This is an optimization exercise on Yosys and OpenROAD, whose aim is small area, a short achievable clock period and few clock cycles per item, not a production implementation.
Where RTL was checked, it was by simulation tests only, not by an equivalence proof against the original.

## conv_engine
module conv_engine (
  input  logic                 clock,
  input  logic                 reset,
  input  conv_pkg::pixel_t     pixel_in,
  input  logic                 pixel_strobe,
  input  conv_pkg::weight_t    weight_in,
  input  conv_pkg::tap_index_t weight_addr,
  input  logic                 weight_strobe,
  input  conv_pkg::result_t    bias_in,
  input  logic                 relu_enable,
  output conv_pkg::result_t    result_out,
  output logic                 result_valid,
  output logic                 overflow
);
Size in the first run: roughly 570 flip-flops, roughly 59 I/O pins.
clock: 5.5 ns
lec_check: 0
abc_area: 1
cap_margin: 20
core_margin: 2
core_utilization: 30
setup_slack_margin: 3.25
slew_margin: 20
tns_end_percent: 20
run.sh (not shown) runs the stock make flow with config.mk's settings and CLKGATE_MAP_FILE= SYNTH_SCRIPT=/design/flow/synth_recipe.tcl, a recipe that flattens the netlist after the stock synthesis.
The starting point completed with no timing, DRC or antenna violations.
Edit:
- TNS_END_PERCENT: 20 -> default
- The new run went through all stages and came out clean
- final cell count is higher by 1.9%
- core utilization is higher by 2.0 points
- global-route usage is higher by 0.25 points
- clock skew is higher by 18 ps
- hold slack hardly moves
- maximum frequency is lower by 1.4%
- wire length is higher by 3.1%
Function was not checked in any run of this note: the RTL went through the layout flow alone.

== before ==
conv_engine, a different RTL version from the one above (not shown whole).
Size: about 59 I/O pins, roughly 28000 um2 of cells after synthesis.
==> flow/config.mk <==
export PLATFORM = sky130hd
export DESIGN_NAME = conv_engine
export DESIGN_NICKNAME = conv_engine
export VERILOG_FILES = /design/flow/design.v
export SDC_FILE = /design/flow/constraint.sdc
export NUM_CORES = 4
export LEC_CHECK = 0
export ABC_AREA = 1
export CAP_MARGIN = 20
export CORE_MARGIN = 2
export CORE_UTILIZATION = 30
export SETUP_SLACK_MARGIN = 3.2
export SLEW_MARGIN = 20
export TNS_END_PERCENT = 20
==> flow/constraint.sdc <==
create_clock -name core_clock -period 5.5 [get_ports {clock}]
set_input_delay 1.1000 -clock core_clock [delete_from_list [all_inputs] [get_ports {clock}]]
set_output_delay 1.1000 -clock core_clock [all_outputs]
set_load 0.01 [all_outputs]
standard.sh (not shown) runs the stock make flow with config.mk's settings and CLKGATE_MAP_FILE= SYNTH_SCRIPT=/design/flow/synth_recipe.tcl, a recipe that flattens the netlist after the stock synthesis.
==> flow/flow/run.sh <==
#!/bin/bash
# Standard layout, with one netlist clean-up between synthesis and floorplan:
# fixinv.py removes inverters between full adders by choosing each adder's
# polarity (registers and all other cells are kept as synthesized).
set -euo pipefail
work=$PWD
res=$work/orfs/results/$FLOW_PLATFORM/conv_engine/base

bash standard.sh synth > synth.log 2>&1
python3 flow/fixinv.py "$res/1_2_yosys.v" "$work/1_2_yosys.fixinv.v" > fixinv.log 2>&1
cp "$work/1_2_yosys.fixinv.v" "$res/1_2_yosys.v"
rm -f "$res/1_synth.odb" "$res/1_synth.sdc"
bash standard.sh finish > layout.log 2>&1
Other scripts of this flow, unchanged in this note and not shown: flow/flow/fixinv.py
Testbench counts of before, summed over its fixed seeds: cycles 16,416, results 16,240.
For after, these inputs were changed with respect to before:
Settings: CTS_CLUSTER_DIAMETER: unset -> 80; CTS_CLUSTER_SIZE: unset -> 30.
--- outcome ---
- before and after all finish clean.
- In terms of number of routed nets with antenna violations, before and after differ only marginally.
- Number of buffer and inverter instances along the worst setup path in after is 1 lower than in before
- Synthesis-to-finish area growth: after vs before down 3.6 points
- after gives less combined global-route utilization of all metal layers than before did.
- Compared with before, after shows a higher shortest period the worst path allows.
- For before, the highest signal layer in the routed design was met5, unlike after, where it was met4.
- after reports a lower final critical-path setup slack than before does.

## build 42
Another version of the RTL of conv_engine (not shown whole).
For scale: about 2100 cells after synthesis, ~59 I/O pins.
// conv_engine
module conv_engine (
  input  logic                 clock,
  input  logic                 reset,
  input  conv_pkg::pixel_t     pixel_in,
  input  logic                 pixel_strobe,
  input  conv_pkg::weight_t    weight_in,
  input  conv_pkg::tap_index_t weight_addr,
  input  logic                 weight_strobe,
  input  conv_pkg::result_t    bias_in,
  input  logic                 relu_enable,
  output conv_pkg::result_t    result_out,
  output logic                 result_valid,
  output logic                 overflow
);
==> flow/config.mk <==
export PLATFORM = sky130hd
export DESIGN_NAME = conv_engine
export DESIGN_NICKNAME = conv_engine
export VERILOG_FILES = /design/flow/design.v
export SDC_FILE = /design/flow/constraint.sdc
export NUM_CORES = 4
export LEC_CHECK = 0
export ABC_AREA = 1
export CAP_MARGIN = 20
export CORE_MARGIN = 2
export CORE_UTILIZATION = 30
export SETUP_SLACK_MARGIN = 3.2
export SLEW_MARGIN = 20
export TNS_END_PERCENT = 20
==> flow/constraint.sdc <==
create_clock -name core_clock -period 5.5 [get_ports {clock}]
set_input_delay 1.1000 -clock core_clock [delete_from_list [all_inputs] [get_ports {clock}]]
set_output_delay 1.1000 -clock core_clock [all_outputs]
set_load 0.01 [all_outputs]
==> flow/flow/run.sh <==
#!/bin/bash
# Standard layout, with one netlist clean-up between synthesis and floorplan:
# fixinv.py removes inverters between full adders by choosing each adder's
# polarity (registers and all other cells are kept as synthesized).
set -euo pipefail
work=$PWD
res=$work/orfs/results/$FLOW_PLATFORM/conv_engine/base

bash standard.sh synth > synth.log 2>&1
python3 flow/fixinv.py "$res/1_2_yosys.v" "$work/1_2_yosys.fixinv.v" > fixinv.log 2>&1
cp "$work/1_2_yosys.fixinv.v" "$res/1_2_yosys.v"
rm -f "$res/1_synth.odb" "$res/1_synth.sdc"
# clock tree without dummy loads
# ports buffered with plain buffers (the default pick is a delay cell)
bash standard.sh CTS_ARGS="-sink_clustering_enable -repair_clock_nets -dont_use_dummy_load -buf_list {sky130_fd_sc_hd__clkbuf_4 sky130_fd_sc_hd__clkbuf_8}" BUFFER_PORTS_ARGS="-buffer_cell sky130_fd_sc_hd__buf_2" finish > layout.log 2>&1
Other scripts of this flow, unchanged in this note and not shown: flow/flow/fixinv.py
Testbench counts of build 42, summed over its fixed seeds: cycles 16,416, results 16,240.
> inputs changed (build 42 -> trial 56)
--- a/flow/flow/run.sh
+++ b/flow/flow/run.sh
@@ -14,2 +14,2 @@
 # ports buffered with plain buffers (the default pick is a delay cell)
-bash standard.sh CTS_ARGS="-sink_clustering_enable -repair_clock_nets -dont_use_dummy_load -buf_list {sky130_fd_sc_hd__clkbuf_4 sky130_fd_sc_hd__clkbuf_8}" BUFFER_PORTS_ARGS="-buffer_cell sky130_fd_sc_hd__buf_2" finish > layout.log 2>&1
+bash standard.sh CTS_ARGS="-sink_clustering_enable -repair_clock_nets -dont_use_dummy_load" BUFFER_PORTS_ARGS="-buffer_cell sky130_fd_sc_hd__buf_2" finish > layout.log 2>&1
==> comparison <==
- Summary of trial 56 over build 42: required time of the critical path -0.03 ns, design area ~0 delta.
- Summary of trial 56 over build 42: area added between synthesis and finish neither gained nor lost much, proportion of cell area occupied by multi-input gates neither gained nor lost much.
- As far as synthesized cell count goes, build 42 and trial 56 are indistinguishable; the numbers are identical.
- For overall fraction of global-route tracks in use, trial 56 and build 42 come out practically identical.

## static timing again, ports no longer ideal
No port has a modelled driver above. Below, the same layouts with a new extraction and two added sets of constraints. Step 1 assumes that a clkbuf_16 drives the clock port and a buf_2 every other input. Step 2 also shifts input and output timing later by t, the mid clock arrival at the registers, as if the neighbouring blocks saw the same clock. a / b / c = ideal ports / drivers / drivers and shift; a / b = the first two.
| run | shift t [ns] | slack for setup (ns) | hold slack, ns |
|---|---|---|---|
| the first run of note 1 | 0.699 | 2.667 / 2.667 / 2.667 | 0.327 / 0.327 / 0.327 |
| the second run of note 1 | 0.724 | 2.627 / 2.627 / 2.627 | 0.326 / 0.326 / 0.326 |
| before | 0.697 | 3.152 / 3.123 / 3.152 | 0.328 / 0.328 / 0.328 |
| after | 0.647 | 3.011 / 3.011 / 3.011 | 0.337 / 0.337 / 0.337 |
| build 42 | 0.733 | 3.151 / 3.148 / 3.151 | 0.317 / 0.317 / 0.317 |
| trial 56 | 0.671 | 3.116 / 3.116 / 3.116 | 0.314 / 0.314 / 0.314 |
After both steps every run listed still meets setup and hold.
